This design comes from an exercise in tuning for small area on the open sky130 flow, not from production work.
RTL that was checked went through simulation tests only; none was proved equivalent to the original.
No functional check of the RTL was part of run 3.
The clock port is modelled as an ideal driver; clocking choices that lean on that would not hold on a real chip.
Power is estimated from default activity; no workload was simulated.

==> flow/design.v <==
module rf_oai22 (
  input  logic a1, a2, b1, b2,
  output logic y
);
  assign y = ~((a1 | a2) & (b1 | b2));
endmodule
module rf_aoi222 (
  input  logic a1, a2, b1, b2, c1, c2,
  output logic y
);
  assign y = ~((a1 & a2) | (b1 & b2) | (c1 & c2));
endmodule
module rf_nand2 (
  input  logic a, b,
  output logic y
);
  assign y = ~(a & b);
endmodule
module rf_nand4 (
  input  logic a, b, c, d,
  output logic y
);
  assign y = ~(a & b & c & d);
endmodule
module rf_nand3 (
  input  logic a, b, c,
  output logic y
);
  assign y = ~(a & b & c);
endmodule
module rf_or3 (
  input  logic a, b, c,
  output logic y
);
  assign y = a | b | c;
endmodule
module rf_xor2 (
  input  logic a, b,
  output logic y
);
  assign y = a ^ b;
endmodule
module rf_read_bit (
  input  logic [31:1] sel,
  input  logic [31:1] d,
  input  logic        x,
  output logic        y
);
  logic [10:0] n;
  for (genvar g = 0; g < 10; g++) begin : g_aoi
    rf_aoi222 u (.a1(sel[3*g+1]), .a2(d[3*g+1]),
                 .b1(sel[3*g+2]), .b2(d[3*g+2]),
                 .c1(sel[3*g+3]), .c2(d[3*g+3]), .y(n[g]));
  end
  rf_nand2 u_last (.a(sel[31]), .b(d[31]), .y(n[10]));
  logic [2:0] p;
  rf_nand4   u_p0 (.a(n[0]), .b(n[1]), .c(n[2]),  .d(n[3]), .y(p[0]));
  rf_nand4   u_p1 (.a(n[4]), .b(n[5]), .c(n[6]),  .d(n[7]), .y(p[1]));
  rf_nand3   u_p2 (.a(n[8]), .b(n[9]), .c(n[10]), .y(p[2]));
  logic       o;
  rf_or3     u_o  (.a(p[0]), .b(p[1]), .c(p[2]), .y(o));
  rf_xor2    u_x  (.a(o), .b(x), .y(y));
endmodule
module register_file #(
  parameter int                    DATA_WIDTH     = 32,
  parameter int                    ADDR_WIDTH     = 5,
  parameter logic [DATA_WIDTH-1:0] SP_RESET_VALUE = 32'h0000_03FC
) (
  input  logic                  clk,
  input  logic                  reset,
  input  logic                  RegWrite,
  input  logic [ADDR_WIDTH-1:0] WriteRegister,
  input  logic [DATA_WIDTH-1:0] WriteData,
  input  logic [ADDR_WIDTH-1:0] ReadRegister1,
  input  logic [ADDR_WIDTH-1:0] ReadRegister2,
  output logic [DATA_WIDTH-1:0] ReadData1,
  output logic [DATA_WIDTH-1:0] ReadData2
);
  localparam int DEPTH    = 2 ** ADDR_WIDTH;
  localparam int SP_INDEX = 29;
  logic                             phase;
  logic [DEPTH-1:1][DATA_WIDTH-1:0] regs_q;
  logic [DEPTH-1:1][DATA_WIDTH-1:0] regs_d;
  always_ff @(posedge clk) begin
    if (reset) phase <= 1'b0;
    else       phase <= ~phase;
  end
  logic [DATA_WIDTH-1:0] col_plain;
  logic [DATA_WIDTH-1:0] col_sp;
  assign col_plain = reset ? '1              : WriteData ^ {DATA_WIDTH{phase}};
  assign col_sp    = reset ? ~SP_RESET_VALUE : WriteData ^ {DATA_WIDTH{phase}};
  for (genvar i = 1; i < DEPTH; i++) begin : g_row
    logic wr, hold;
    assign wr   = reset | (RegWrite & (WriteRegister == ADDR_WIDTH'(i)));
    assign hold = ~wr;
    logic [DATA_WIDTH-1:0] col;
    assign col = (i == SP_INDEX) ? col_sp : col_plain;
    for (genvar b = 0; b < DATA_WIDTH; b++) begin : g_bit
      rf_oai22 u_nx (.a1(regs_q[i][b]), .a2(wr), .b1(col[b]), .b2(hold),
                     .y(regs_d[i][b]));
    end
  end
  always_ff @(posedge clk) begin
    regs_q <= regs_d;
  end
  logic [DEPTH-1:1] sel1, sel2;
  for (genvar i = 1; i < DEPTH; i++) begin : g_sel
    assign sel1[i] = (ReadRegister1 == ADDR_WIDTH'(i));
    assign sel2[i] = (ReadRegister2 == ADDR_WIDTH'(i));
  end
  logic x1, x2;
  assign x1 = phase & (ReadRegister1 != '0);
  assign x2 = phase & (ReadRegister2 != '0);
  for (genvar b = 0; b < DATA_WIDTH; b++) begin : g_bit
    logic [DEPTH-1:1] col;
    for (genvar i = 1; i < DEPTH; i++) begin : g_col
      assign col[i] = regs_q[i][b];
    end
    rf_read_bit u_r1 (.sel(sel1), .d(col), .x(x1), .y(ReadData1[b]));
    rf_read_bit u_r2 (.sel(sel2), .d(col), .x(x2), .y(ReadData2[b]));
  end
endmodule
==> flow/flow/run.sh <==
#!/bin/bash
# Standard layout with these changes:
#  - ports are buffered with the smallest buffer (buf_1);
#  - after placement, the buffers that repair_design inserted are removed
#    (port buffers stay) and the design is repaired again with buffers no
#    larger than buf_2, twice (flow/rebuf.tcl);
#  - the clock tree uses clkbuf_8 leaf buffers over clusters of 18 sinks and
#    clkbuf_16 above them, with no dummy loads;
#  - the later repair steps may not use buffers larger than buf_2 either.
set -euo pipefail
export BUFFER_PORTS_ARGS="-buffer_cell sky130_fd_sc_hd__buf_1"
export CTS_ARGS="-sink_clustering_enable -repair_clock_nets -dont_use_dummy_load -buf_list sky130_fd_sc_hd__clkbuf_16 -sink_clustering_buffer sky130_fd_sc_hd__clkbuf_8 -sink_clustering_size 18 -sink_clustering_max_diameter 80"
bash standard.sh place > place.log 2>&1
RES_DIR=$PWD/orfs/results/sky130hd/register_file/base REBUF_PASSES=2 \
  openroad -no_init -exit flow/rebuf.tcl > rebuf.log 2>&1
export DONT_USE_CELLS="sky130_fd_sc_hd__buf_4 sky130_fd_sc_hd__buf_6 sky130_fd_sc_hd__buf_8 sky130_fd_sc_hd__buf_12 sky130_fd_sc_hd__buf_16 sky130_fd_sc_hd__bufbuf_8 sky130_fd_sc_hd__bufbuf_16 sky130_fd_sc_hd__clkbuf_1 sky130_fd_sc_hd__clkbuf_2 sky130_fd_sc_hd__clkbuf_4"
bash standard.sh > finish.log 2>&1
==> flow/flow/rebuf.tcl <==
# Re-run design repair on the placed design with the smaller buffers only:
# remove the buffers that repair inserted (port buffers stay), then repair
# max slew / max capacitance with buffers no larger than buf_2.
set P $::env(FLOW_HOME)/platforms/sky130hd
set R $::env(RES_DIR)
set slew_margin [expr {[info exists ::env(SLEW_MARGIN)] ? $::env(SLEW_MARGIN) : 20}]
set cap_margin [expr {[info exists ::env(CAP_MARGIN)] ? $::env(CAP_MARGIN) : 20}]
read_lef $P/lef/sky130_fd_sc_hd.tlef
read_lef $P/lef/sky130_fd_sc_hd_merged.lef
read_liberty $P/lib/sky130_fd_sc_hd__tt_025C_1v80.lib
read_db $R/3_place.odb
read_sdc $R/3_place.sdc
source $P/setRC.tcl
set_dont_use [get_lib_cells {sky130_fd_sc_hd__probe_p_8 sky130_fd_sc_hd__probec_p_8 sky130_fd_sc_hd__lpflow_* sky130_fd_sc_hd__buf_4 sky130_fd_sc_hd__buf_6 sky130_fd_sc_hd__buf_8 sky130_fd_sc_hd__buf_12 sky130_fd_sc_hd__buf_16 sky130_fd_sc_hd__clkbuf_* sky130_fd_sc_hd__bufbuf_* sky130_fd_sc_hd__clkdlybuf* sky130_fd_sc_hd__dlygate* sky130_fd_sc_hd__dlymetal*}]
estimate_parasitics -placement
puts "buffers before: [llength [get_cells -filter "ref_name=~*buf*"]]"
puts "area before [expr [rsz::design_area]*1e12]"
set passes [expr {[info exists ::env(REBUF_PASSES)] ? $::env(REBUF_PASSES) : 2}]
for {set pass 0} {$pass < $passes} {incr pass} {
set block [ord::get_db_block]
set rm {}
set keep {}
foreach inst [$block getInsts] {
  set m [$inst getMaster]
  if {![regexp {__(buf|clkbuf)_[0-9]+$} [$m getName]]} { continue }
  set port 0
  foreach it [$inst getITerms] {
    set n [$it getNet]
    if {$n ne "NULL" && [llength [$n getBTerms]] > 0} { set port 1 }
  }
  if {!$port} { lappend rm [$inst getName] } else { lappend keep [$inst getName] }
}
set_dont_touch [get_cells $keep]
puts "removing [llength $rm] buffers"
remove_buffers [get_cells $rm]
puts "area after remove [expr [rsz::design_area]*1e12]"
repair_design -slew_margin $slew_margin -cap_margin $cap_margin
puts "area after repair [expr [rsz::design_area]*1e12]"
}
unset_dont_touch [get_cells $keep]
detailed_placement
check_placement -verbose
estimate_parasitics -placement
report_worst_slack -max
report_worst_slack -min
report_check_types -max_slew -max_capacitance -violators
puts "buffers after: [llength [get_cells -filter "ref_name=~*buf*"]]"
write_db $R/3_place.odb
==> flow/standard.sh <==
#!/bin/bash
# synth_recipe.tcl (not shown) runs the flow's synth.tcl, then flattens the netlist and writes it again
# the make line also repeats each setting of config.mk as NAME=value (left out here)
make -C /OpenROAD-flow-scripts/flow DESIGN_CONFIG=/design/flow/config.mk WORK_HOME=/design/flow/orfs CLKGATE_MAP_FILE= SYNTH_SCRIPT=/design/flow/synth_recipe.tcl "${@:-finish}"
==> flow/config.mk <==
export PLATFORM = sky130hd
export DESIGN_NAME = register_file
export DESIGN_NICKNAME = register_file
export VERILOG_FILES = /design/flow/design.v
export SDC_FILE = /design/flow/constraint.sdc
export NUM_CORES = 4
export LEC_CHECK = 0
export CAP_MARGIN = 20
export CORE_MARGIN = 2
export CORE_UTILIZATION = 50
export SLEW_MARGIN = 20
export SYNTH_HIERARCHICAL = 1
export SYNTH_MINIMUM_KEEP_SIZE = 0
==> flow/constraint.sdc <==
create_clock -name core_clock -period 8.0 [get_ports {clk}]
set_input_delay 1.6000 -clock core_clock [delete_from_list [all_inputs] [get_ports {clk}]]
set_output_delay 1.6000 -clock core_clock [all_outputs]
set_load 0.01 [all_outputs]
==> results of run 1 <==
[power breakdown]
group          switching [mW]  internal, mW
Clock                    1.57         0.747
Combinational            1.16         0.561
Sequential              0.508          5.58
Total                    3.24          6.89
[cells in the mapped netlist (8+ instances only)]
cell type / count
a31oi_1: 8
nand2b_1: 36
xor2_1: 64
nand2_1: 66
a222oi_1: 640
xnor2_1: 32
clkbuf_1: 16
nor2_1: 73
o22ai_1: 992
dfxtp_1: 993
or3_1: 66
nand3_1: 66
a21oi_1: 23
nand4_1: 128
buf_2: 15
a21o_1: 23
[cell type report]
| class | count | area share [%] |
|---|---|---|
| clock buffers | 61 | 2.22 |
| diodes | 7 | 0.0434 |
| flip-flops and latches | 993 | 49.3 |
| well taps | 959 | 2.97 |
| repair buffers | 174 | 2.36 |
| multi-input cells | 2253 | 43.1 |
[path summary, 6_finish.rpt]
| path | startpoint | to | slack, ns | cells past startpoint |
|---|---|---|---|---|
| worst max-delay path | ReadRegister1[2] | ReadData1[3] | 1.28 | 9 |
| worst min-delay path | regs_q[865] | regs_q[865] | 0.48 | 1 |
| worst max register to register | phase | regs_q[382] | 5.46 | 3 |
| worst min register to register | regs_q[865] | regs_q[865] | 0.48 | 1 |
[cell families after synthesis]
logic type | after synthesis | share of synthesized area (%)
buf+inv | 36 | 0.484
flops | 993 | 54.5
compound gates | 1696 | 35.8
simple gates | 461 | 6.92
xor+xnor | 96 | 2.31
[per-stage QoR]
stage          total power [mW]  worst slack [ns]  cells  utilization [%]  area (um^2)
5_1_grt                    10.4              1.42   4440             55.6        40300
3_5_place_dp               7.81              1.62   4449             54.7        39700
3_3_place_gp               7.71              1.61   4446             54.6        39700
6_report                   10.1              1.28   4447             55.6        40400
4_1_cts                    9.97              1.65   4430             55.2        40000
2_1_floorplan              6.99              2.53   3282                -        36500
[modules after synthesis (local to each module, per instance), excerpt]
module | cell area [um^2] | cells | flops+latches | times used
rf_nand3 | 5.00 | 1 | 0 | 64
rf_aoi222 | 10.0 | 1 | 0 | 640
rf_nand2 | 3.75 | 1 | 0 | 64
rf_or3 | 6.26 | 1 | 0 | 64
rf_xor2 | 8.76 | 1 | 0 | 64
register_file | 21500 | 1266 | 993 | 1
rf_oai22 | 6.26 | 1 | 0 | 992
[flip-flops by register name, indices dropped and copies added, names as in the netlist]
| signal | cells |
|---|---|
| regs_q | 992 |
| phase | 1 |
[routing by layer]
layer / vias up / global-route usage, % / part of all wire [%]
li1: 15400 / - / -
met1: 19100 / 59.1 / 35
met2: 3814 / 63.9 / 40
met3: 818 / 17.1 / 17
met4: 12 / 30.8 / 7.7
met5: - / 0 / 0.048
==> reports/qor.yml, run 1 <==
ant_nets: 0
cellPowerDensity_nw_per_um2: 251
vias: 39100
critPathLaunchType: "input port"
detail_route.wl_per_cell_um: 40.9
clock-sinks: 993
arrival_ns: 5.12
wirelength_um: 182000
drc_errors: 0
synth_edf_count: 0
rows: 99
slew_headroom_pct: 12.9
fp.coreArea_um2: 72600
tns_ns: 0
clockBufferDepth: 3
grt_first_pass_wirelength_um: 254000
path_cells: "buf_1 > nand2_1 > nor2_4 > buf_2 > a222oi_1 > nand4_1 > or3_1 > xor2_1 > buf_1"
area_growth_pct: 10.7
ioPinCount: 114
start_util_pct: 50.2
drv_cap: 0
status: "timing/DRC/antenna clean"
slew_viol_final: 0
post_synth_main_area_contributors: "dfxtp_1 (55%), a222oi_1 (18%), o22ai_1 (17%)"
dieArea_um2: 75100
worstMarginPinSlew_ns: 1.30
worst-path-buf-inv: 3
whs_ns: 0.476
fin_nets: 3533
gp_congestion: 0.964
cts_root_buffer: "clkbuf_16"
postSynth.asyncResetShare_pct: 0
port_buffers: 113
crit_slowest_cell: "nor2_4"
ir_drop_mv: 0.173
clock_skew_ns: 0.0377
ctsHoldBuffers: 0
path_max_fanout: 17
synth_top_area_share_pct: 54.5
max_clock_freq_mhz: 149
path_delay_family: "simple AND/OR/NAND/NOR gates"
multi_input_area_um2: 17400
hold_viol: 0
syn_area_um2: 36500
grt_pass1_vias: 36700
grt_use_total_pct: 45.9
min-delay-path-class: "reg -> reg"
cts_tree: "built"
postSynthCellCount: 3282
cts_buffers: 61
dieWidth_um: 274
rsz0062_at_grt: "no"
ys_ff_latch: 993
clock_latency_ns: 0.63
slowest_delay_ns: 0.78
path_class: "in -> out"
drtPass1Iterations: 14
fillers: 6407
die_h_um: 274
seqCellArea_um2: 19900
cts-resized-gates: 0
syn-num-nets: 3332
drt_iter0_markers: 10300
setup_viol: 0
finalCriticalPeriod_ns: 6.72
crit_top_cell: "buf_1"
synth.distinct_cells: 31
clkSlewWorstSetupHoldPaths_ns: 0.10
cts_post_setup_buffers_inserted: 0
critPathRequiredTime_ns: 6.40
antenna_found_initial: 15
drive_gt1_share_pct: 8.42
end_kind: "primary output"
synth_ff_type: "dfxtp_1"
ys_seq_area_share_pct: 54.5
viasPerCell: 8.79
power.leakage_nw: 13.7
hpwl_um: 105000
yosysTopAreaCell: "dfxtp_1"
grt_max_degree: 49
grt_overflow: 0
yosysWarnings: 7
finalCritPeriodShare_pct: 84.0
htreeDepth: 2
syn_avg_cell_area_um2: 11.1
layout_common_cells: "o22ai_1 (992), dfxtp_1 (992), a222oi_1 (640)"
==> run 2, diff against run 1 <==
==> flow/flow/run.sh (replaced) <==
#!/bin/bash
# Standard layout with these changes:
#  - ports are buffered with the smallest buffer (buf_1);
#  - after placement, the buffers that repair_design inserted are removed
#    (port buffers stay) and the design is repaired again with buffers no
#    larger than buf_2, twice (flow/rebuf.tcl);
#  - the clock tree uses clkbuf_8 leaf buffers over clusters of 16 sinks and
#    clkbuf_16 above them, with no dummy loads;
#  - after the clock tree, max slew / max capacitance are repaired with
#    global-route parasitics and buffers no larger than buf_2
#    (flow/grtfix.tcl), before the standard global route.
set -euo pipefail
export BUFFER_PORTS_ARGS="-buffer_cell sky130_fd_sc_hd__buf_1"
export CTS_ARGS="-sink_clustering_enable -repair_clock_nets -dont_use_dummy_load -buf_list sky130_fd_sc_hd__clkbuf_16 -sink_clustering_buffer sky130_fd_sc_hd__clkbuf_8 -sink_clustering_size 16 -sink_clustering_max_diameter 80"
RES=$PWD/orfs/results/sky130hd/register_file/base
bash standard.sh place > place.log 2>&1
RES_DIR=$RES REBUF_PASSES=2 openroad -no_init -exit flow/rebuf.tcl > rebuf.log 2>&1
bash standard.sh cts > cts.log 2>&1
RES_DIR=$RES openroad -no_init -exit flow/grtfix.tcl > grtfix.log 2>&1
bash standard.sh > finish.log 2>&1
==> flow/flow/grtfix.tcl (new file) <==
# Repair max slew / max capacitance with global-route parasitics after CTS,
# with buffers no larger than buf_2, so that the global-route step's own repair
# has little left to do.
set P $::env(FLOW_HOME)/platforms/sky130hd
set R $::env(RES_DIR)
set slew_margin [expr {[info exists ::env(SLEW_MARGIN)] ? $::env(SLEW_MARGIN) : 20}]
set cap_margin [expr {[info exists ::env(CAP_MARGIN)] ? $::env(CAP_MARGIN) : 20}]
read_lef $P/lef/sky130_fd_sc_hd.tlef
read_lef $P/lef/sky130_fd_sc_hd_merged.lef
read_liberty $P/lib/sky130_fd_sc_hd__tt_025C_1v80.lib
read_db $R/4_cts.odb
read_sdc $R/4_cts.sdc
source $P/setRC.tcl
set_propagated_clock [all_clocks]
set_dont_use [get_lib_cells {sky130_fd_sc_hd__probe_p_8 sky130_fd_sc_hd__probec_p_8 sky130_fd_sc_hd__lpflow_* sky130_fd_sc_hd__buf_4 sky130_fd_sc_hd__buf_6 sky130_fd_sc_hd__buf_8 sky130_fd_sc_hd__buf_12 sky130_fd_sc_hd__buf_16 sky130_fd_sc_hd__clkbuf_* sky130_fd_sc_hd__bufbuf_* sky130_fd_sc_hd__clkdlybuf* sky130_fd_sc_hd__dlygate* sky130_fd_sc_hd__dlymetal*}]
set_global_routing_layer_adjustment met1-met5 0.2
set_routing_layers -clock met3-met5
set_routing_layers -signal met1-met5
puts "area before [expr [rsz::design_area]*1e12]"
global_route -congestion_iterations 30
estimate_parasitics -global_routing
repair_design -slew_margin $slew_margin -cap_margin $cap_margin
puts "area after repair [expr [rsz::design_area]*1e12]"
detailed_placement
check_placement -verbose
write_db $R/4_cts.odb
==> reports/qor.yml, run 2 <==
grt_pass1_vias: 36800  # was 36.7k
clock-sinks: 993  # unchanged
cts_buffers: 72  # was 61
drv_cap: 0  # unchanged
layout_common_cells: "o22ai_1 (992), dfxtp_1 (992), a222oi_1 (640)"  # unchanged
grt_use_total_pct: 46.2  # was 45.9%
synth_edf_count: 0  # unchanged
hold_viol: 0  # unchanged
drive_gt1_share_pct: 8.86  # was 8.42%
crit_start: "ReadRegister1[2]"  # unchanged
ctsHoldBuffers: 0  # unchanged
finalPower_mw: 10.4  # was 10.1 mW
yosysTopAreaCell: "dfxtp_1"  # unchanged
critPathLaunchType: "input port"  # unchanged
synth_most_common_cell: "dfxtp_1"  # unchanged
hp-start: "regs_q[323]"  # was regs_q[865]
htreeDepth: 3  # was 2
crit_top_cell: "buf_1"  # unchanged
largest_reg_flops: 992  # unchanged
end_kind: "primary output"  # unchanged
detail_route.wl_per_cell_um: 40.9  # about the same
power.leakage_nw: 13.8  # was 13.7 nW
min-delay-path-class: "reg -> reg"  # unchanged
postSynthCellCount: 3282  # unchanged
post_synth_main_area_contributors: "dfxtp_1 (55%), a222oi_1 (18%), o22ai_1 (17%)"  # unchanged
drc_errors: 0  # unchanged
crit_slowest_cell: "nand2b_1"  # was nor2_4
slowest_delay_ns: 0.74  # was 0.78 ns
setup_viol: 0  # unchanged
port_buffers: 113  # unchanged
ir_drop_mv: 0.175  # was 0.173 mV
top_regs: "regs_q x992, phase x1"  # unchanged
yosys-top-cells-count: "dfxtp_1 (993), o22ai_1 (992), a222oi_1 (640), nand4_1 (128), nor2_1 (73)"  # unchanged
gp_congestion: 0.964  # unchanged
ant_nets: 0  # unchanged
dieArea_um2: 75100  # unchanged
r2r-start: "phase"  # unchanged
vias: 39300  # was 39.1k
status: "timing/DRC/antenna clean"  # unchanged
ioPinCount: 114  # unchanged
cts_post_setup_buffers_inserted: 0  # unchanged
cts-resized-gates: 0  # unchanged
syn_area_um2: 36500  # unchanged
viasPerCell: 8.80  # was 8.79
fillers: 6386  # was 6407
syn_avg_cell_area_um2: 11.1  # unchanged
ys_seq_area_share_pct: 54.5  # unchanged
clock_latency_ns: 0.64  # was 0.63 ns
slew_headroom_pct: 13.4  # was 12.9%
synth.distinct_cells: 31  # unchanged
clkSlewWorstSetupHoldPaths_ns: 0.10  # about the same
finalCriticalPeriod_ns: 6.69  # was 6.72 ns
hpwl_um: 105000  # unchanged
cellPowerDensity_nw_per_um2: 256  # was 251 nW/um^2
postSynth.asyncResetShare_pct: 0  # unchanged
slew_viol_final: 0  # unchanged
start_util_pct: 50.2  # unchanged
tns_ns: 0  # unchanged
cts_root_buffer: "clkbuf_16"  # unchanged
grt_max_degree: 49  # unchanged
drtPass1Iterations: 13  # was 14
max_clock_freq_mhz: 150  # was 149 MHz
fin_nets: 3549  # was 3533
worstMarginPinSlew_ns: 1.30  # about the same
die_h_um: 274  # unchanged
path_cells: "buf_1 > nand2b_1 > nor2_4 > buf_2 > a222oi_1 > nand4_1 > or3_1 > xor2_1 > buf_1"  # was buf_1 > nand2_1 > nor2_4 > buf_2 > a222oi_1 > nand4_1 > or3_1 > xor2_1 > buf_1
yosysWarnings: 7  # unchanged
clockBufferDepth: 3  # unchanged
grt_first_pass_wirelength_um: 255000  # was 254000 um
cts_tree: "built"  # unchanged
path_class: "in -> out"  # unchanged
fp.coreArea_um2: 72600  # unchanged
rows: 99  # unchanged
wirelength_um: 183000  # was 182000 um
synth_top_area_share_pct: 54.5  # unchanged
clock_skew_ns: 0.0761  # was 0.0377 ns
place_ws_ns: 1.62  # unchanged
worst_slack_ns: 1.31  # was 1.28 ns
ys_ff_latch: 993  # unchanged
synth_ff_type: "dfxtp_1"  # unchanged
path_max_fanout: 23  # was 17
drt_iter0_markers: 10600  # was 10.3k
area_growth_pct: 10.9  # was 10.7%
top_register: "regs_q"  # unchanged
finalCritPeriodShare_pct: 83.6  # was 84.0%
dieWidth_um: 274  # unchanged
rsz0062_at_grt: "no"  # unchanged
antenna_found_initial: 18  # was 15
critPathRequiredTime_ns: 6.40  # about the same
syn-num-nets: 3332  # unchanged
grt_overflow: 0  # unchanged
arrival_ns: 5.09  # was 5.12 ns
run 2: cell types whose count changed in the layout (fill, tap and decap cells not counted), moves of 4 or more:
| cell | before | now |
|---|---|---|
| buf_16 | 9 | 2 |
| diode_2 | 7 | 12 |
| clkbuf_8 | 56 | 63 |
| clkbuf_16 | 5 | 9 |
| buf_2 | 51 | 63 |
run 2: stage by stage:
| stage | utilization [%] | std cells | hold slack, ns | cell area (um^2) |
|---|---|---|---|---|
| 4_1_cts | 55.4 | 4441 | 0.471 | 40200 |
| 3_5_place_dp | 54.7 | 4449 | 0.459 | 39700 |
| 3_3_place_gp | 54.6 | 4446 | 0.449 | 39700 |
| 6_report | 55.7 | 4468 | 0.475 | 40400 |
| 5_1_grt | 55.7 | 4458 | 0.488 | 40400 |
| 2_1_floorplan | - | 3282 | 0.442 | 36500 |
run 2: area by class of cell:
type / count / area [um^2] / share of cell area (%)
diodes: 12 / 30.0 / 0.0743
clock buffers: 72 / 1090 / 2.70
multi-input cells: 2253 / 17400 / 43.1
flip-flops and latches: 993 / 19900 / 49.2
well taps: 959 / 1200 / 2.97
repair buffers: 179 / 818 / 2.02
run 2: critical path, delay by kind of cell:
kind	cells	cell delay, ns
buffers and inverters	3	0.84
and+or+nand+nor	4	2.05
xor gates and xnor gates	1	0.17
AOI/OAI and AO/OA	1	0.42
run 2: per-layer routing:
layer / share of wire, % / wire [um] / GRT usage, %
met5: 0.11 / 194 / 1.16
met2: 40 / 72500 / 63.8
met4: 8.1 / 14900 / 32.0
met3: 17 / 31000 / 17.2
met1: 35 / 64400 / 59.3
run 2: cells by family (layout without fill, tap and decap cells):
logic type / after synthesis / after routing / synth area share, %
AO/OA/AOI/OAI: 1696 / 1696 / 35.8
flip-flops: 993 / 993 / 54.5
AND/OR/NAND/NOR: 461 / 461 / 6.92
XOR/XNOR: 96 / 96 / 2.31
buffers and inverters: 36 / 251 / 0.484
other: 0 / 12 / 0
run 2: per-module statistics from Yosys (local to each module, per instance), excerpt:
module	flip-flops and latches	area (um^2)
register_file	993	21500
rf_aoi222	0	10.0
rf_nand2	0	3.75
rf_nand3	0	5.00
rf_nand4	0	6.26
rf_oai22	0	6.26
rf_or3	0	6.26
rf_xor2	0	8.76
run 2: path summary, 6_finish.rpt:
kind                                      to  slack, ns  cells after the start
worst max-delay path            ReadData1[1]       1.31                      9
worst min-delay path             regs_q[323]       0.47                      1
worst max register to register   regs_q[768]       5.56                      3
worst min register to register   regs_q[323]       0.47                      1
run 2: where the power goes:
group	leakage, nW	switching [mW]	total [mW]	internal [mW]
logic	4.87	1.17	1.73	0.559
clock network	0.564	1.62	2.54	0.918
registers	8.36	0.509	6.09	5.58
==> run 3, diff against run 2 <==
--- a/flow/design.v
+++ b/flow/design.v
@@ -9,6 +9,18 @@
   output logic y
 );
   assign y = ~((a1 & a2) | (b1 & b2) | (c1 & c2));
+endmodule
+module rf_nor2 (
+  input  logic a, b,
+  output logic y
+);
+  assign y = ~(a | b);
+endmodule
+module rf_and2 (
+  input  logic a, b,
+  output logic y
+);
+  assign y = a & b;
 endmodule
 module rf_nand2 (
   input  logic a, b,
@@ -89,24 +101,45 @@
   logic [DATA_WIDTH-1:0] col_sp;
   assign col_plain = reset ? '1              : WriteData ^ {DATA_WIDTH{phase}};
   assign col_sp    = reset ? ~SP_RESET_VALUE : WriteData ^ {DATA_WIDTH{phase}};
+  localparam int HALF = DATA_WIDTH / 2;
+  logic [3:0] whi_r;
+  logic [7:0] wlo_r;
+  for (genvar j = 0; j < 4; j++) begin : g_whi
+    assign whi_r[j] = reset | (RegWrite & (WriteRegister[4:3] == 2'(j)));
+  end
+  for (genvar k = 0; k < 8; k++) begin : g_wlo
+    assign wlo_r[k] = reset | (WriteRegister[2:0] == 3'(k));
+  end
   for (genvar i = 1; i < DEPTH; i++) begin : g_row
-    logic wr, hold;
-    assign wr   = reset | (RegWrite & (WriteRegister == ADDR_WIDTH'(i)));
-    assign hold = ~wr;
+    logic       wr;
+    logic [1:0] hold;
+    rf_and2  u_wr (.a(whi_r[i / 8]), .b(wlo_r[i % 8]), .y(wr));
+    rf_nand2 u_h0 (.a(whi_r[i / 8]), .b(wlo_r[i % 8]), .y(hold[0]));
+    rf_nand2 u_h1 (.a(whi_r[i / 8]), .b(wlo_r[i % 8]), .y(hold[1]));
     logic [DATA_WIDTH-1:0] col;
     assign col = (i == SP_INDEX) ? col_sp : col_plain;
     for (genvar b = 0; b < DATA_WIDTH; b++) begin : g_bit
-      rf_oai22 u_nx (.a1(regs_q[i][b]), .a2(wr), .b1(col[b]), .b2(hold),
+      rf_oai22 u_nx (.a1(regs_q[i][b]), .a2(wr), .b1(col[b]), .b2(hold[b / HALF]),
                      .y(regs_d[i][b]));
     end
   end
   always_ff @(posedge clk) begin
     regs_q <= regs_d;
   end
+  logic [7:0] rlo1_n, rlo2_n;
+  logic [3:0] rhi1_n, rhi2_n;
+  for (genvar k = 0; k < 8; k++) begin : g_rlo
+    assign rlo1_n[k] = ~(ReadRegister1[2:0] == 3'(k));
+    assign rlo2_n[k] = ~(ReadRegister2[2:0] == 3'(k));
+  end
+  for (genvar j = 0; j < 4; j++) begin : g_rhi
+    assign rhi1_n[j] = ~(ReadRegister1[4:3] == 2'(j));
+    assign rhi2_n[j] = ~(ReadRegister2[4:3] == 2'(j));
+  end
   logic [DEPTH-1:1] sel1, sel2;
   for (genvar i = 1; i < DEPTH; i++) begin : g_sel
-    assign sel1[i] = (ReadRegister1 == ADDR_WIDTH'(i));
-    assign sel2[i] = (ReadRegister2 == ADDR_WIDTH'(i));
+    rf_nor2 u_s1 (.a(rlo1_n[i % 8]), .b(rhi1_n[i / 8]), .y(sel1[i]));
+    rf_nor2 u_s2 (.a(rlo2_n[i % 8]), .b(rhi2_n[i / 8]), .y(sel2[i]));
   end
   logic x1, x2;
   assign x1 = phase & (ReadRegister1 != '0);
==> reports/qor.yml, run 3 <==
status: "timing/DRC/antenna clean"  # unchanged
cellPowerDensity_nw_per_um2: 281  # was 256 nW/um^2
min-delay-path-class: "reg -> reg"  # unchanged
syn_area_um2: 36400  # was 36500 um^2
clockBufferDepth: 3  # unchanged
clock_latency_ns: 0.65  # was 0.64 ns
clkSlewWorstSetupHoldPaths_ns: 0.10  # about the same
synth_top_area_share_pct: 54.7  # was 54.5%
layout_common_cells: "o22ai_1 (992), dfxtp_1 (992), a222oi_1 (640)"  # unchanged
crit_slowest_cell: "nand2b_1"  # unchanged
fin_nets: 3564  # was 3549
fp.coreArea_um2: 71700  # was 72600 um^2
post_synth_main_area_contributors: "dfxtp_1 (55%), a222oi_1 (18%), o22ai_1 (17%)"  # unchanged
synth_most_common_cell: "dfxtp_1"  # unchanged
top_register: "regs_q"  # unchanged
finalPower_mw: 11.2  # was 10.4 mW
syn-num-nets: 3344  # was 3332
synth_ff_type: "dfxtp_1"  # unchanged
hold_viol: 0  # unchanged
crit_top_cell: "buf_1"  # unchanged
wirelength_um: 176000  # was 183000 um
ys_seq_area_share_pct: 54.7  # was 54.5%
drive_gt1_share_pct: 7.43  # was 8.86%
drv_cap: 0  # unchanged
path_max_fanout: 20  # was 23
drt_iter0_markers: 9844  # was 10.6k
cts-resized-gates: 0  # unchanged
slew_viol_final: 0  # unchanged
cts_tree: "built"  # unchanged
yosysTopAreaCell: "dfxtp_1"  # unchanged
dp_cells: 4477  # was 4449
grt_first_pass_wirelength_um: 248000  # was 255000 um
power.leakage_nw: 13.7  # was 13.8 nW
ant_nets: 0  # unchanged
viasPerCell: 8.66  # was 8.80
ctsHoldBuffers: 0  # unchanged
synth.distinct_cells: 25  # was 31
setup_viol: 0  # unchanged
port_buffers: 113  # unchanged
area_growth_pct: 9.88  # was 10.9%
finalCritPeriodShare_pct: 85.9  # was 83.6%
antenna_found_initial: 9  # was 18
stdcell_count: 4468  # unchanged
postSynth.asyncResetShare_pct: 0  # unchanged
grt_max_degree: 54  # was 49
worstMarginPinSlew_ns: 1.25  # was 1.30 ns
path_class: "in -> out"  # unchanged
max_clock_freq_mhz: 145  # was 150 MHz
dieWidth_um: 274  # about the same
rows: 98  # was 99
ioPinCount: 114  # unchanged
end_kind: "primary output"  # unchanged
cts_post_setup_buffers_inserted: 0  # unchanged
ys_ff_latch: 993  # unchanged
whs_ns: 0.475  # about the same
detail_route.wl_per_cell_um: 39.5  # was 40.9 um
path_delay_family: "simple AND/OR/NAND/NOR gates"  # unchanged
synth_edf_count: 0  # unchanged
drtPass1Iterations: 13  # unchanged
gp_congestion: 1.03  # was 0.964
largest_reg_flops: 992  # unchanged
critPathRequiredTime_ns: 6.40  # about the same
clock_skew_ns: 0.0465  # was 0.0761 ns
start_util_pct: 50.7  # was 50.2%
grt_use_total_pct: 44.7  # was 46.2%
drc_errors: 0  # unchanged
critPathLaunchType: "input port"  # unchanged
hpwl_um: 102000  # was 105000 um
yosysWarnings: 7  # unchanged
cts_root_buffer: "clkbuf_16"  # unchanged
dieArea_um2: 74900  # was 75100 um^2
path_cells: "buf_1 > nand2b_1 > nor2_4 > buf_2 > a222oi_1 > nand4_1 > or3_1 > xor2_1 > buf_1"  # unchanged
ir_drop_mv: 0.169  # was 0.175 mV
die_h_um: 274  # about the same
top_regs: "regs_q x992, phase x1"  # unchanged
clock-sinks: 993  # unchanged
finalCriticalPeriod_ns: 6.88  # was 6.69 ns
arrival_ns: 5.28  # was 5.09 ns
grt_pass1_vias: 36700  # was 36.8k
slowest_delay_ns: 0.77  # was 0.74 ns
htreeDepth: 3  # unchanged
postSynthCellCount: 3294  # was 3282
yosys-top-cells-count: "dfxtp_1 (993), o22ai_1 (992), a222oi_1 (640), nand2_1 (131), nand4_1 (128)"  # was dfxtp_1 (993), o22ai_1 (992), a222oi_1 (640), nand4_1 (128), nor2_1 (73)
cts_buffers: 72  # unchanged
tns_ns: 0  # unchanged
slew_headroom_pct: 16.3  # was 13.4%
rsz0062_at_grt: "no"  # unchanged
syn_avg_cell_area_um2: 11.0  # was 11.1 um^2
grt_overflow: 0  # unchanged
vias: 38700  # was 39.3k
worst-path-buf-inv: 3  # unchanged
[run 3: cell types whose count changed after synthesis, moves of 8 or more]
cell,previous run,this run
nand2_1,66,131
and2_1,0,31
a21oi_1,23,0
a21o_1,23,2
buf_2,15,1
clkbuf_1,16,4
a31oi_1,8,0
o21bai_1,0,8
[run 3: worst paths after layout]
path,start,endpoint,slack (ns),depth (start not counted)
max reg2reg,phase,regs_q[454],5.79,3
min,regs_q[906],regs_q[906],0.48,1
max,ReadRegister1[4],ReadData1[16],1.12,9
min reg2reg,regs_q[906],regs_q[906],0.48,1
[run 3: area by class of cell]
class	instances	area [um^2]
Inverter	3	11.3
Timing Repair Buffer	155	718
Clock buffer	72	1090
Fill cell	6312	31800
Tap cell	950	1190
Antenna cell	6	15.0
Sequential cell	993	19900
Multi-Input combinational cell	2289	17000
[run 3: modules after synthesis, one instance, submodules excluded, excerpt]
module	times used	area (um^2)	flip-flops and latches
rf_nand3	64	5.00	0
rf_oai22	992	6.26	0
register_file	1	20800	993
rf_and2	31	6.26	0
rf_xor2	64	8.76	0
rf_aoi222	640	10.0	0
rf_nand4	128	6.26	0
rf_nand2	126	3.75	0
[run 3: kinds of logic (layout without fill, tap and decap cells)]
group	Yosys count	count (layout)	synth area share, %
xor gates and xnor gates	96	96	2.31
DFF	993	993	54.7
other	0	6	0
and+or+nand+nor	547	547	7.85
AOI/OAI and AO/OA	1646	1646	35.0
buffers and inverters	12	230	0.179
[run 3: layer usage]
metal	track usage (%)	vias up	part of all wire [%]
met5	0	-	0.027
met4	30.8	8	7.7
met3	13.1	825	15
met2	64.2	3809	41
met1	57.8	18600	36
li1	-	15400	-
[run 3: report_power, final]
group          total [mW]  switching [mW]  internal [mW]
Clock                2.54            1.62          0.918
Combinational        2.07            1.34          0.725
Sequential           6.61           0.739           5.87
[run 3: worst register-to-register path, stage by stage, from the launching register on]
cell	delay [ns]
dfxtp_4	0.85
xnor2_1	0.36
nand2b_2	0.59
o22ai_1	0.37
[run 3: stage by stage]
step,worst slack [ns],util (%),instance area (um^2)
detailed placement,1.79,54.5,39100
finish,1.12,55.7,40000
CTS,1.39,55.4,39700
global route,1.17,55.7,39900
floorplan,2.55,-,36400
global placement,1.82,54.5,39100
==> run 4, diff against run 3 <==
--- a/flow/design.v
+++ b/flow/design.v
@@ -136,10 +136,12 @@
     assign rhi1_n[j] = ~(ReadRegister1[4:3] == 2'(j));
     assign rhi2_n[j] = ~(ReadRegister2[4:3] == 2'(j));
   end
-  logic [DEPTH-1:1] sel1, sel2;
-  for (genvar i = 1; i < DEPTH; i++) begin : g_sel
-    rf_nor2 u_s1 (.a(rlo1_n[i % 8]), .b(rhi1_n[i / 8]), .y(sel1[i]));
-    rf_nor2 u_s2 (.a(rlo2_n[i % 8]), .b(rhi2_n[i / 8]), .y(sel2[i]));
+  logic [1:0][DEPTH-1:1] sel1, sel2;
+  for (genvar h = 0; h < 2; h++) begin : g_half
+    for (genvar i = 1; i < DEPTH; i++) begin : g_sel
+      rf_nor2 u_s1 (.a(rlo1_n[i % 8]), .b(rhi1_n[i / 8]), .y(sel1[h][i]));
+      rf_nor2 u_s2 (.a(rlo2_n[i % 8]), .b(rhi2_n[i / 8]), .y(sel2[h][i]));
+    end
   end
   logic x1, x2;
   assign x1 = phase & (ReadRegister1 != '0);
@@ -149,7 +151,7 @@
     for (genvar i = 1; i < DEPTH; i++) begin : g_col
       assign col[i] = regs_q[i][b];
     end
-    rf_read_bit u_r1 (.sel(sel1), .d(col), .x(x1), .y(ReadData1[b]));
-    rf_read_bit u_r2 (.sel(sel2), .d(col), .x(x2), .y(ReadData2[b]));
+    rf_read_bit u_r1 (.sel(sel1[b / HALF]), .d(col), .x(x1), .y(ReadData1[b]));
+    rf_read_bit u_r2 (.sel(sel2[b / HALF]), .d(col), .x(x2), .y(ReadData2[b]));
   end
 endmodule
--- a/flow/config.mk
+++ b/flow/config.mk
@@ -8,6 +8,7 @@
 export CAP_MARGIN = 20
 export CORE_MARGIN = 2
 export CORE_UTILIZATION = 50
+export PLACE_DENSITY = 0.75
 export SLEW_MARGIN = 20
 export SYNTH_HIERARCHICAL = 1
 export SYNTH_MINIMUM_KEEP_SIZE = 0
==> reports/qor.yml, run 4 <==
cts-resized-gates: 0  # unchanged
layout_common_cells: "o22ai_1 (992), dfxtp_1 (992), a222oi_1 (640)"  # unchanged
tns_ns: 0  # unchanged
slew_headroom_pct: 17.9  # was 16.3%
postSynth.asyncResetShare_pct: 0  # unchanged
ioPinCount: 114  # unchanged
start_util_pct: 50.3  # was 50.7%
r2r_cells: 3  # unchanged
synth_ff_type: "dfxtp_1"  # unchanged
yosysWarnings: 7  # unchanged
post_dp_cell_area_um2: 39200  # was 39100 um^2
cellPowerDensity_nw_per_um2: 281  # about the same
die_h_um: 275  # was 274 um
clock-sinks: 993  # unchanged
vias: 38900  # was 38.7k
hold_depth: 1  # unchanged
min-delay-path-class: "reg -> reg"  # unchanged
finish.instance_area_um2: 39700  # was 40000 um^2
dieWidth_um: 275  # was 274 um
top_register: "regs_q"  # unchanged
fp.coreArea_um2: 72700  # was 71700 um^2
path_max_fanout: 16  # was 20
hpwl_um: 97900  # was 102000 um
critPathLaunchType: "input port"  # unchanged
gp_congestion: 1.13  # was 1.03
rows: 99  # was 98
fillers: 6440  # was 6312
yosys-top-cells-count: "dfxtp_1 (993), o22ai_1 (992), a222oi_1 (640), nor2_1 (136), nand2_1 (131)"  # was dfxtp_1 (993), o22ai_1 (992), a222oi_1 (640), nand2_1 (131), nand4_1 (128)
fin_util_pct: 54.6  # was 55.7%
slew_viol_final: 0  # unchanged
ys_ff_latch: 993  # unchanged
grt_overflow: 0  # unchanged
hold_viol: 0  # unchanged
yosysTopAreaCell: "dfxtp_1"  # unchanged
critPathRequiredTime_ns: 6.40  # about the same
rsz0062_at_grt: "no"  # unchanged
fin_nets: 3586  # was 3564
drv_cap: 0  # unchanged
area_growth_pct: 8.55  # was 9.88%
arrival_ns: 5.18  # was 5.28 ns
drtPass1Iterations: 17  # was 13
synth_most_common_cell: "dfxtp_1"  # unchanged
status: "timing/DRC/antenna clean"  # unchanged
largest_reg_flops: 992  # unchanged
drt_iter0_markers: 12200  # was 9844
clockBufferDepth: 3  # unchanged
finalCritPeriodShare_pct: 84.8  # was 85.9%
detail_route.wl_per_cell_um: 35.0  # was 39.5 um
worstMarginPinSlew_ns: 1.23  # was 1.25 ns
max_clock_freq_mhz: 147  # was 145 MHz
finalCriticalPeriod_ns: 6.78  # was 6.88 ns
postSynthCellCount: 3356  # was 3294
ys_seq_area_share_pct: 54.3  # was 54.7%
ctsHoldBuffers: 0  # unchanged
clock_skew_ns: 0.0717  # was 0.0465 ns
synth_top_area_share_pct: 54.3  # was 54.7%
power.leakage_nw: 13.5  # was 13.7 nW
dieArea_um2: 75400  # was 74900 um^2
antenna_found_initial: 6  # was 9
htreeDepth: 3  # unchanged
wirelength_um: 157000  # was 176000 um
grt_first_pass_wirelength_um: 228000  # was 248000 um
cts_buffers: 72  # unchanged
post_synth_main_area_contributors: "dfxtp_1 (54%), a222oi_1 (18%), o22ai_1 (17%)"  # was dfxtp_1 (55%), a222oi_1 (18%), o22ai_1 (17%)
clock_latency_ns: 0.64  # was 0.65 ns
drc_errors: 0  # unchanged
synth_edf_count: 0  # unchanged
port_buffers: 113  # unchanged
path_class: "in -> out"  # unchanged
synth.distinct_cells: 25  # unchanged
setup_viol: 0  # unchanged
syn_avg_cell_area_um2: 10.9  # was 11.0 um^2
cts_root_buffer: "clkbuf_16"  # unchanged
syn_area_um2: 36600  # was 36400 um^2
cts_tree: "built"  # unchanged
drive_gt1_share_pct: 7.50  # was 7.43%
cts_post_setup_buffers_inserted: 0  # unchanged
ir_drop_mv: 0.164  # was 0.169 mV
viasPerCell: 8.66  # about the same
top_regs: "regs_q x992, phase x1"  # unchanged
clkSlewWorstSetupHoldPaths_ns: 0.10  # about the same
grt_use_total_pct: 39.6  # was 44.7%
grt_max_degree: 54  # unchanged
ant_nets: 0  # unchanged
end_kind: "primary output"  # unchanged
grt_pass1_vias: 34500  # was 36.7k
syn-num-nets: 3406  # was 3344
run 4: cell type report:
cell class,instances,area [um^2],area share [%]
inverters,3,11.3,0.0284
clock buffers,72,1090,2.75
diodes,3,7.51,0.0189
multi-input cells,2351,17100,43.0
well taps,959,1200,3.02
flip-flops and latches,993,19900,50.1
repair buffers,115,435,1.10
run 4: kinds of logic after synthesis:
logic type | synth area share (%)
AO/OA/AOI/OAI | 34.8
XOR/XNOR | 2.30
buffers and inverters | 0.178
flip-flops | 54.3
AND/OR/NAND/NOR | 8.44
run 4: final timing paths:
path	from	end	slack, ns
max	ReadRegister1[3]	ReadData1[2]	1.22
min	regs_q[717]	regs_q[717]	0.47
max reg2reg	phase	regs_q[807]	5.77
min reg2reg	regs_q[717]	regs_q[717]	0.47
run 4: worst max-delay path, stage by stage:
cell and delay, ns:
buf_1 0.30, nand2b_1 0.74, nor2_2 0.39, a222oi_1 0.74, nand4_1 0.32, or3_1 0.48, xor2_1 0.39, buf_1 0.21
run 4: where the power goes:
part / switching, mW / internal, mW / total (mW)
registers: 0.763 / 5.87 / 6.64
clock network: 1.60 / 0.917 / 2.52
logic: 1.28 / 0.721 / 2.01
run 4: metrics by stage:
stage | hold slack [ns] | cells | setup WS (ns) | power (mW)
after floorplan | 0.442 | 3356 | 3.05 | 7.70
after global placement | 0.450 | 4544 | 1.86 | 8.49
after detailed placement | 0.459 | 4545 | 1.78 | 8.58
after CTS | 0.474 | 4492 | 1.65 | 10.9
after global routing | 0.486 | 4494 | 1.23 | 11.4
final | 0.473 | 4496 | 1.22 | 11.2
run 4: modules after synthesis, one instance, submodules excluded, excerpt:
module / cells / flip-flops and latches / cell area [um^2] / copies in the design
rf_or3: 1 / 0 / 6.26 / 64
rf_oai22: 1 / 0 / 6.26 / 992
rf_nor2: 1 / 0 / 3.75 / 124
rf_nand2: 1 / 0 / 3.75 / 126
rf_nand4: 1 / 0 / 6.26 / 128
rf_xor2: 1 / 0 / 8.76 / 64
rf_and2: 1 / 0 / 6.26 / 31
register_file: 1123 / 993 / 20800 / 1
rf_aoi222: 1 / 0 / 10.0 / 640
rf_nand3: 1 / 0 / 5.00 / 64
run 4: layer usage:
layer	vias to the layer above	wire [um]	global-route usage, %
met5	-	147	0.0627
met4	12	11800	21.4
met3	817	28700	14.5
met2	4192	61300	54.3
met1	18400	55500	53.8
li1	15500	-	-
==> run 5, diff against run 4 <==
--- a/flow/config.mk
+++ b/flow/config.mk
@@ -8,7 +8,6 @@
 export CAP_MARGIN = 20
 export CORE_MARGIN = 2
 export CORE_UTILIZATION = 50
-export PLACE_DENSITY = 0.75
 export SLEW_MARGIN = 20
 export SYNTH_HIERARCHICAL = 1
 export SYNTH_MINIMUM_KEEP_SIZE = 0
==> reports/qor.yml, run 5 <==
syn_area_um2: 36600  # unchanged
clkSlewWorstSetupHoldPaths_ns: 0.09  # was 0.10 ns
drive_gt1_share_pct: 7.95  # was 7.50%
max_clock_freq_mhz: 145  # was 147 MHz
dp_cells: 4572  # was 4545
slew_headroom_pct: 18.6  # was 17.9%
largest_reg_flops: 992  # unchanged
rsz0062_at_grt: "no"  # unchanged
start_util_pct: 50.3  # unchanged
clock-sinks: 993  # unchanged
grt_overflow: 0  # unchanged
rows: 99  # unchanged
combinationalPowerShare_pct: 18.3  # was 18.0%
drc_errors: 0  # unchanged
min-delay-path-class: "reg -> reg"  # unchanged
tns_ns: 0  # unchanged
cts_buffers: 72  # unchanged
clockBufferDepth: 3  # unchanged
worst_slack_ns: 1.11  # was 1.22 ns
fin_nets: 3585  # was 3586
cts-resized-gates: 0  # unchanged
grt_first_pass_wirelength_um: 255000  # was 228000 um
p_int_mw: 7.51  # about the same
ys_seq_area_share_pct: 54.3  # unchanged
post_dp_cell_area_um2: 39500  # was 39200 um^2
arrival_ns: 5.29  # was 5.18 ns
p_seq_share_pct: 59.1  # was 59.5%
finalCritPeriodShare_pct: 86.1  # was 84.8%
ioPinCount: 114  # unchanged
dieArea_um2: 75400  # unchanged
hpwl_um: 114000  # was 97900 um
postSynth.asyncResetShare_pct: 0  # unchanged
ir_drop_mv: 0.193  # was 0.164 mV
viasPerCell: 8.76  # was 8.66
p_sw_share_pct: 33.5  # was 32.7%
clock_latency_ns: 0.64  # about the same
post_synth_main_area_contributors: "dfxtp_1 (54%), a222oi_1 (18%), o22ai_1 (17%)"  # unchanged
clock_skew_ns: 0.0394  # was 0.0717 ns
place_ws_ns: 1.64  # was 1.78 ns
top_regs: "regs_q x992, phase x1"  # unchanged
syn_avg_cell_area_um2: 10.9  # unchanged
ctsHoldBuffers: 0  # unchanged
cts_post_setup_buffers_inserted: 0  # unchanged
worstMarginPinSlew_ns: 1.22  # was 1.23 ns
clockPowerShare_pct: 22.6  # about the same
ant_nets: 0  # unchanged
status: "timing/DRC/antenna clean"  # unchanged
setup_viol: 0  # unchanged
port_buffers: 113  # unchanged
layout_common_cells: "o22ai_1 (992), dfxtp_1 (992), a222oi_1 (640)"  # unchanged
stdcell_count: 4499  # was 4496
cts_root_buffer: "clkbuf_16"  # unchanged
drt_iter0_markers: 10800  # was 12.2k
hold_viol: 0  # unchanged
grt_pass1_vias: 35300  # was 34.5k
power.leakage_nw: 13.5  # about the same
path_class: "in -> out"  # unchanged
die_h_um: 275  # unchanged
wirelength_um: 181000  # was 157000 um
grt_use_total_pct: 45.8  # was 39.6%
yosysTopAreaCell: "dfxtp_1"  # unchanged
grt_max_degree: 54  # unchanged
finalPower_mw: 11.3  # was 11.2 mW
antenna_found_initial: 9  # was 6
slew_viol_final: 0  # unchanged
end_kind: "primary output"  # unchanged
yosysWarnings: 7  # unchanged
synth.distinct_cells: 25  # unchanged
synth_top_area_share_pct: 54.3  # unchanged
cellPowerDensity_nw_per_um2: 284  # was 281 nW/um^2
postSynthCellCount: 3356  # unchanged
synth_ff_type: "dfxtp_1"  # unchanged
synth_most_common_cell: "dfxtp_1"  # unchanged
fp.coreArea_um2: 72700  # unchanged
critPathRequiredTime_ns: 6.40  # about the same
path_max_fanout: 16  # unchanged
ys_ff_latch: 993  # unchanged
critPathLaunchType: "input port"  # unchanged
finalCriticalPeriod_ns: 6.89  # was 6.78 ns
finish.instance_area_um2: 39800  # was 39700 um^2
cts_tree: "built"  # unchanged
htreeDepth: 3  # unchanged
yosys-top-cells-count: "dfxtp_1 (993), o22ai_1 (992), a222oi_1 (640), nor2_1 (136), nand2_1 (131)"  # unchanged
drtPass1Iterations: 14  # was 17
synth_edf_count: 0  # unchanged
area_growth_pct: 8.67  # was 8.55%
p_switching_mw: 3.79  # was 3.65 mW
vias: 39400  # was 38.9k
dieWidth_um: 275  # unchanged
drv_cap: 0  # unchanged
gp_congestion: 1.01  # was 1.13
top_register: "regs_q"  # unchanged
fillers: 6470  # was 6440
syn-num-nets: 3406  # unchanged
detail_route.wl_per_cell_um: 40.3  # was 35.0 um
==> run 5: cell types whose count changed in the layout (fill, tap and decap cells not counted), sizes merged <==
cell,previous run,this run
diode,3,7
buf,114,113
==> run 5: area by class of cell <==
class,count,area [um^2],area share (%)
multi-input combinational,2351,17100,43.1
tap,959,1200,3.02
sequential,993,19900,50.0
clock buffer,72,1090,2.75
timing repair buffer,114,430,1.08
inverter,3,11.3,0.0283
antenna,7,17.5,0.0441
==> run 5: worst max-delay path: stages <==
cell and delay, ns:
buf_1 0.16, nand2b_1 0.80, nor2_2 0.45, a222oi_1 0.84
nand4_1 0.46, or3_1 0.61, xor2_1 0.19, buf_1 0.16
==> run 5: stage by stage <==
step / util (%) / hold slack (ns)
after detailed placement: 54.3 / 0.459
final: 54.7 / 0.477
after floorplan: - / 0.442
after CTS: 54.6 / 0.474
after global routing: 54.7 / 0.486
after global placement: 54.1 / 0.449
==> run 5: path summary, 6_finish.rpt <==
kind | startpoint | end | slack (ns) | cells after the start
worst max-delay path | ReadRegister2[3] | ReadData2[6] | 1.11 | 8
worst max register to register | phase | regs_q[651] | 5.79 | 3
worst min register to register | regs_q[619] | regs_q[619] | 0.48 | 1
worst min-delay path | regs_q[619] | regs_q[619] | 0.48 | 1
==> run 5: modules after synthesis, one instance, submodules excluded, excerpt <==
module | flip-flops and latches | area (um^2)
rf_nand4 | 0 | 6.26
rf_nand2 | 0 | 3.75
rf_nand3 | 0 | 5.00
rf_or3 | 0 | 6.26
rf_nor2 | 0 | 3.75
rf_xor2 | 0 | 8.76
rf_oai22 | 0 | 6.26
register_file | 993 | 20800
rf_aoi222 | 0 | 10.0
rf_and2 | 0 | 6.26
==> run 5: power groups by stage <==
stage	Clock [mW]	Sequential (mW)	Combinational, mW
finish	2.55	6.68	2.07
global route	2.71	6.75	2.12
CTS	2.54	6.61	1.96
detailed placement	0	6.71	1.99
global placement	0	6.65	1.92
floorplan	0	6.48	1.22
==> run 5: cells by family after synthesis <==
group | share of synthesized area [%]
compound gates | 34.8
flops | 54.3
simple gates | 8.44
xor+xnor | 2.30
buf+inv | 0.178
==> run 5: routing by layer <==
metal	GRT usage [%]	vias to the layer above	part of all wire, %
li1	-	15500	-
met1	62.5	19000	37
met2	64.1	4162	40
met3	14.7	687	17
met4	24.5	4	6.9
met5	0	-	0.015
==> run 6, diff against run 5 <==
--- a/flow/flow/run.sh
+++ b/flow/flow/run.sh
@@ -3,7 +3,8 @@
 #  - ports are buffered with the smallest buffer (buf_1);
 #  - after placement, the buffers that repair_design inserted are removed
 #    (port buffers stay) and the design is repaired again with buffers no
-#    larger than buf_2, twice (flow/rebuf.tcl);
+#    larger than buf_2, twice, aiming 10% below the slew and capacitance
+#    limits (flow/rebuf.tcl);
 #  - the clock tree uses clkbuf_8 leaf buffers over clusters of 16 sinks and
 #    clkbuf_16 above them, with no dummy loads;
 #  - after the clock tree, max slew / max capacitance are repaired with
@@ -14,7 +15,7 @@
 export CTS_ARGS="-sink_clustering_enable -repair_clock_nets -dont_use_dummy_load -buf_list sky130_fd_sc_hd__clkbuf_16 -sink_clustering_buffer sky130_fd_sc_hd__clkbuf_8 -sink_clustering_size 16 -sink_clustering_max_diameter 80"
 RES=$PWD/orfs/results/sky130hd/register_file/base
 bash standard.sh place > place.log 2>&1
-RES_DIR=$RES REBUF_PASSES=2 openroad -no_init -exit flow/rebuf.tcl > rebuf.log 2>&1
+SLEW_MARGIN=10 CAP_MARGIN=10 RES_DIR=$RES REBUF_PASSES=2 openroad -no_init -exit flow/rebuf.tcl > rebuf.log 2>&1
 bash standard.sh cts > cts.log 2>&1
 RES_DIR=$RES openroad -no_init -exit flow/grtfix.tcl > grtfix.log 2>&1
 bash standard.sh > finish.log 2>&1
==> reports/qor.yml, run 6 <==
viasPerCell: 8.78  # was 8.76
wirelength_um: 182000  # was 181000 um
slew_headroom_pct: 19.4  # was 18.6%
synthAdderAreaFrac_pct: 0  # unchanged
port_buffers: 113  # unchanged
die_h_um: 275  # unchanged
synth_top_area_share_pct: 54.3  # unchanged
htreeDepth: 3  # unchanged
ctsHoldBuffers: 0  # unchanged
fin_util_pct: 54.7  # about the same
cts_root_buffer: "clkbuf_16"  # unchanged
area_growth_pct: 8.66  # was 8.67%
whs_ns: 0.476  # was 0.477 ns
post_synth_main_area_contributors: "dfxtp_1 (54%), a222oi_1 (18%), o22ai_1 (17%)"  # unchanged
rows: 99  # unchanged
dieWidth_um: 275  # unchanged
power.leakage_nw: 13.5  # about the same
cts-resized-gates: 0  # unchanged
synth_ff_type: "dfxtp_1"  # unchanged
synth.distinct_cells: 25  # unchanged
tns_ns: 0  # unchanged
path_class: "in -> out"  # unchanged
critPathLaunchType: "input port"  # unchanged
ant_nets: 0  # unchanged
yosysWarnings: 7  # unchanged
top_register: "regs_q"  # unchanged
gp_congestion: 1.01  # unchanged
drc_errors: 0  # unchanged
clock_skew_ns: 0.0315  # was 0.0394 ns
postSynthCellCount: 3356  # unchanged
dieArea_um2: 75400  # unchanged
ys_ff_latch: 993  # unchanged
yosys-top-cells-count: "dfxtp_1 (993), o22ai_1 (992), a222oi_1 (640), nor2_1 (136), nand2_1 (131)"  # unchanged
critPathRequiredTime_ns: 6.40  # about the same
cts_post_setup_buffers_inserted: 0  # unchanged
yosysTopAreaCell: "dfxtp_1"  # unchanged
path_cells: "buf_1 > nand2b_1 > nor2_1 > buf_2 > a222oi_1 > nand4_1 > or3_1 > xor2_1 > buf_1"  # was buf_1 > nand2b_1 > nor2_2 > a222oi_1 > nand4_1 > or3_1 > xor2_1 > buf_1
syn-num-nets: 3406  # unchanged
grt_use_total_pct: 45.8  # about the same
dp_cells: 4572  # unchanged
synthMuxAreaShare_pct: 0  # unchanged
stdcell_count: 4499  # unchanged
slowest_delay_ns: 0.86  # was 0.84 ns
finalPower_mw: 11.3  # about the same
drt_iter0_markers: 11000  # was 10.8k
post_dp_cell_area_um2: 39500  # unchanged
finalCriticalPeriod_ns: 6.92  # was 6.89 ns
fp.coreArea_um2: 72700  # unchanged
grt_max_degree: 54  # unchanged
place_ws_ns: 1.64  # unchanged
syn_area_um2: 36600  # unchanged
start_util_pct: 50.3  # unchanged
synthXorXnorAreaFrac_pct: 2.30  # unchanged
ys_seq_area_share_pct: 54.3  # unchanged
cts_buffers: 72  # unchanged
cts_tree: "built"  # unchanged
fin_nets: 3587  # was 3585
status: "timing/DRC/antenna clean"  # unchanged
ioPinCount: 114  # unchanged
min-delay-path-class: "reg -> reg"  # unchanged
detail_route.wl_per_cell_um: 40.4  # was 40.3 um
yosys.area_share.simple_pct: 8.44  # unchanged
drv_cap: 0  # unchanged
finalCritPeriodShare_pct: 86.5  # was 86.1%
clock-sinks: 993  # unchanged
worst_slack_ns: 1.08  # was 1.11 ns
rsz0062_at_grt: "no"  # unchanged
arrival_ns: 5.32  # was 5.29 ns
clock_latency_ns: 0.63  # was 0.64 ns
clkSlewWorstSetupHoldPaths_ns: 0.10  # was 0.09 ns
setup_viol: 0  # unchanged
crit_slowest_cell: "a222oi_1"  # unchanged
worstMarginPinSlew_ns: 1.21  # was 1.22 ns
top_regs: "regs_q x992, phase x1"  # unchanged
hold_viol: 0  # unchanged
grt_overflow: 0  # unchanged
path_max_fanout: 16  # unchanged
synth_compound_area_share_pct: 34.8  # unchanged
synth_top_family_by_area: "compound AO/OA/AOI/OAI gates"  # unchanged
synth_most_common_cell: "dfxtp_1"  # unchanged
end_kind: "primary output"  # unchanged
drive_gt1_share_pct: 7.98  # was 7.95%
cellPowerDensity_nw_per_um2: 284  # about the same
grt_pass1_vias: 35300  # about the same
antenna_found_initial: 9  # unchanged
ir_drop_mv: 0.192  # was 0.193 mV
synth_edf_count: 0  # unchanged
syn_avg_cell_area_um2: 10.9  # unchanged
hpwl_um: 114000  # unchanged
crit_top_cell: "buf_1"  # unchanged
clockBufferDepth: 3  # unchanged
vias: 39500  # was 39.4k
max_clock_freq_mhz: 145  # about the same
postSynth.asyncResetShare_pct: 0  # unchanged
slew_viol_final: 0  # unchanged
grt_first_pass_wirelength_um: 255000  # about the same
finish.instance_area_um2: 39800  # about the same
layout_common_cells: "o22ai_1 (992), dfxtp_1 (992), a222oi_1 (640)"  # unchanged
drtPass1Iterations: 15  # was 14
largest_reg_flops: 992  # unchanged
## run 6: metal layers
layer | part of all wire (%) | wire length, um | GRT usage (%) | vias to the layer above
met4 | 7.0 | 12800 | 24.2 | 4
met3 | 17 | 31000 | 15.0 | 720
met5 | 0.013 | 24 | 0 | -
li1 | - | - | - | 15500
met2 | 39 | 71700 | 64.1 | 4236
met1 | 36 | 66100 | 62.6 | 19000
## run 6: worst max-delay path: cells and delay by family
kind | cells | cell delay, ns
XOR/XNOR | 1 | 0.16
AND/OR/NAND/NOR | 4 | 2.02
buffers and inverters | 3 | 0.67
AO/OA/AOI/OAI | 1 | 0.86
## run 6: area by class of cell
class                           count  area [um^2]
Sequential cell                   993        19900
Tap cell                          959         1200
Fill cell                        6467        32900
Antenna cell                        5         12.5
Multi-Input combinational cell   2351        17100
Inverter                            3         11.3
Timing Repair Buffer              116          440
Clock buffer                       72         1090
## run 6: logic make-up after synthesis
kind of cell              Yosys count
AOI/OAI and AO/OA                1646
DFF                               993
and+or+nand+nor                   609
xor gates and xnor gates           96
buffers and inverters              12
## run 6: path summary, 6_finish.rpt
check | slack, ns | start | to | cells after the start
min | 0.48 | regs_q[311] | regs_q[311] | 1
max | 1.08 | ReadRegister1[3] | ReadData1[24] | 9
max reg2reg | 5.78 | phase | regs_q[651] | 3
min reg2reg | 0.48 | regs_q[311] | regs_q[311] | 1
## run 6: report_power, final
group | total, mW | switching [mW] | internal, mW
registers | 6.68 | 0.805 | 5.87
clock network | 2.55 | 1.63 | 0.919
logic | 2.07 | 1.35 | 0.722
## run 6: modules after synthesis (local to each module, per instance), a selection
module | copies in the design | area (um^2)
rf_or3 | 64 | 6.26
rf_nor2 | 124 | 3.75
register_file | 1 | 20800
rf_xor2 | 64 | 8.76
rf_and2 | 31 | 6.26
rf_aoi222 | 640 | 10.0
rf_nand3 | 64 | 5.00
rf_nand2 | 126 | 3.75
rf_nand4 | 128 | 6.26
rf_oai22 | 992 | 6.26
==> run 7, diff against run 6 <==
==> flow/flow/run.sh (replaced) <==
#!/bin/bash
# Standard layout with these changes:
#  - ports are buffered with the smallest buffer (buf_1);
#  - after placement, the buffers that repair_design inserted are removed
#    (port buffers stay) and the design is repaired again with buffers no
#    larger than buf_2, twice (flow/rebuf.tcl);
#  - the clock tree uses only clkbuf_8, with leaf clusters of 16 sinks and
#    no dummy loads;
#  - after the clock tree, max slew / max capacitance are repaired with
#    global-route parasitics and buffers no larger than buf_2
#    (flow/grtfix.tcl), before the standard global route.
set -euo pipefail
export BUFFER_PORTS_ARGS="-buffer_cell sky130_fd_sc_hd__buf_1"
export CTS_ARGS="-sink_clustering_enable -repair_clock_nets -dont_use_dummy_load -buf_list sky130_fd_sc_hd__clkbuf_8 -sink_clustering_buffer sky130_fd_sc_hd__clkbuf_8 -sink_clustering_size 16 -sink_clustering_max_diameter 80"
RES=$PWD/orfs/results/sky130hd/register_file/base
bash standard.sh place > place.log 2>&1
RES_DIR=$RES REBUF_PASSES=2 openroad -no_init -exit flow/rebuf.tcl > rebuf.log 2>&1
bash standard.sh cts > cts.log 2>&1
RES_DIR=$RES openroad -no_init -exit flow/grtfix.tcl > grtfix.log 2>&1
bash standard.sh > finish.log 2>&1
--- a/flow/config.mk
+++ b/flow/config.mk
@@ -8,6 +8,7 @@
 export CAP_MARGIN = 20
 export CORE_MARGIN = 2
 export CORE_UTILIZATION = 50
+export PLACE_DENSITY = 0.75
 export SLEW_MARGIN = 20
 export SYNTH_HIERARCHICAL = 1
 export SYNTH_MINIMUM_KEEP_SIZE = 0
==> reports/qor.yml, run 7 <==
grt_max_degree: 54  # unchanged
wirelength_um: 157000  # was 182000 um
syn_area_um2: 36600  # unchanged
rsz0062_at_grt: "no"  # unchanged
worst-path-buf-inv: 2  # was 3
crit_top_cell: "buf_1"  # unchanged
antenna_found_initial: 5  # was 9
grt_first_pass_wirelength_um: 228000  # was 255000 um
clkSlewWorstSetupHoldPaths_ns: 0.10  # about the same
synth_most_common_cell: "dfxtp_1"  # unchanged
synth_ff_type: "dfxtp_1"  # unchanged
yosys-top-cells-count: "dfxtp_1 (993), o22ai_1 (992), a222oi_1 (640), nor2_1 (136), nand2_1 (131)"  # unchanged
power.leakage_nw: 13.5  # about the same
path_delay_family: "simple AND/OR/NAND/NOR gates"  # unchanged
clock-sinks: 993  # unchanged
area_growth_pct: 8.26  # was 8.66%
postSynth.asyncResetShare_pct: 0  # unchanged
synth_top_area_share_pct: 54.3  # unchanged
drv_cap: 0  # unchanged
status: "timing/DRC/antenna clean"  # unchanged
drtPass1Iterations: 17  # was 15
fin_nets: 3585  # was 3587
hpwl_um: 97900  # was 114000 um
cts_root_buffer: "clkbuf_8"  # was clkbuf_16
ys_ff_latch: 993  # unchanged
grt_use_total_pct: 39.6  # was 45.8%
cellPowerDensity_nw_per_um2: 279  # was 284 nW/um^2
min-delay-path-class: "reg -> reg"  # unchanged
post_synth_main_area_contributors: "dfxtp_1 (54%), a222oi_1 (18%), o22ai_1 (17%)"  # unchanged
cts_post_setup_buffers_inserted: 0  # unchanged
syn-num-nets: 3406  # unchanged
grt_overflow: 0  # unchanged
fp.coreArea_um2: 72700  # unchanged
top_register: "regs_q"  # unchanged
end_kind: "primary output"  # unchanged
top_regs: "regs_q x992, phase x1"  # unchanged
ctsHoldBuffers: 0  # unchanged
max_clock_freq_mhz: 147  # was 145 MHz
ys_seq_area_share_pct: 54.3  # unchanged
whs_ns: 0.474  # was 0.476 ns
ant_nets: 0  # unchanged
ioPinCount: 114  # unchanged
drive_gt1_share_pct: 7.47  # was 7.98%
postSynthCellCount: 3356  # unchanged
slew_viol_final: 0  # unchanged
slew_headroom_pct: 18.5  # was 19.4%
yosysTopAreaCell: "dfxtp_1"  # unchanged
tns_ns: 0  # unchanged
viasPerCell: 8.64  # was 8.78
==> run 7: cell counts after synthesis <==
Identical to the previous run, type by type.
==> run 7: final cells by class <==
cell class	count	area (um^2)
fill	6450	33100
sequential	993	19900
multi-input combinational	2351	17100
tap	959	1200
clock buffer	72	991
timing repair buffer	114	430
inverter	3	11.3
antenna	4	10.0
==> run 7: power breakdown <==
part	total, mW	leakage (nW)	switching [mW]	internal (mW)
registers	6.64	8.37	0.765	5.87
logic	2.00	4.56	1.28	0.721
clock network	2.41	0.518	1.60	0.812
total	11.1	13.5	3.65	7.40
==> run 7: cells by family (layout without fill, tap and decap cells) <==
logic type	after synthesis	count (layout)	share of synthesized area [%]
xor gates and xnor gates	96	96	2.30
buffers and inverters	12	189	0.178
and+or+nand+nor	609	609	8.44
AOI/OAI and AO/OA	1646	1646	34.8
DFF	993	993	54.3
other	0	4	0
==> run 7: layer usage <==
layer / global-route usage (%) / wire [um] / vias up
li1: - / - / 15500
met1: 53.7 / 56100 / 18500
met2: 54.8 / 61900 / 4051
met3: 14.7 / 28000 / 757
met4: 20.3 / 11000 / 4
met5: 0.313 / 23 / -
==> run 7: path summary, 6_finish.rpt <==
path | from | to | slack [ns] | cells past startpoint
hold reg to reg | regs_q[717] | regs_q[717] | 0.47 | 1
setup / recovery | ReadRegister1[4] | ReadData1[15] | 1.21 | 8
setup reg to reg | phase | regs_q[807] | 5.77 | 3
hold / removal | regs_q[717] | regs_q[717] | 0.47 | 1
==> run 7: modules after synthesis (local to each module, per instance), excerpt <==
module | cells | cell area, um^2 | flops+latches
rf_nor2 | 1 | 3.75 | 0
rf_or3 | 1 | 6.26 | 0
rf_nand3 | 1 | 5.00 | 0
rf_oai22 | 1 | 6.26 | 0
rf_and2 | 1 | 6.26 | 0
register_file | 1123 | 20800 | 993
rf_xor2 | 1 | 8.76 | 0
rf_aoi222 | 1 | 10.0 | 0
==> run 7: metrics by stage <==
step | cells | utilization, % | power [mW] | cell area (um^2) | setup WS [ns]
floorplan | 3356 | - | 7.70 | 36600 | 3.05
global route | 4493 | 54.5 | 11.3 | 39600 | 1.19
detailed placement | 4545 | 53.9 | 8.58 | 39200 | 1.78
CTS | 4492 | 54.4 | 10.8 | 39500 | 1.65
global placement | 4544 | 53.9 | 8.49 | 39200 | 1.86
finish | 4496 | 54.5 | 11.1 | 39600 | 1.21

Re-timed with assumed drivers on the ports (clkbuf_16 on the clock, buf_2 on other inputs), run 7 has 1.086 ns of setup slack against 1.205 ns with ideal ports, and 1.086 ns once port delays also move by the mid clock arrival of 0.769 ns.
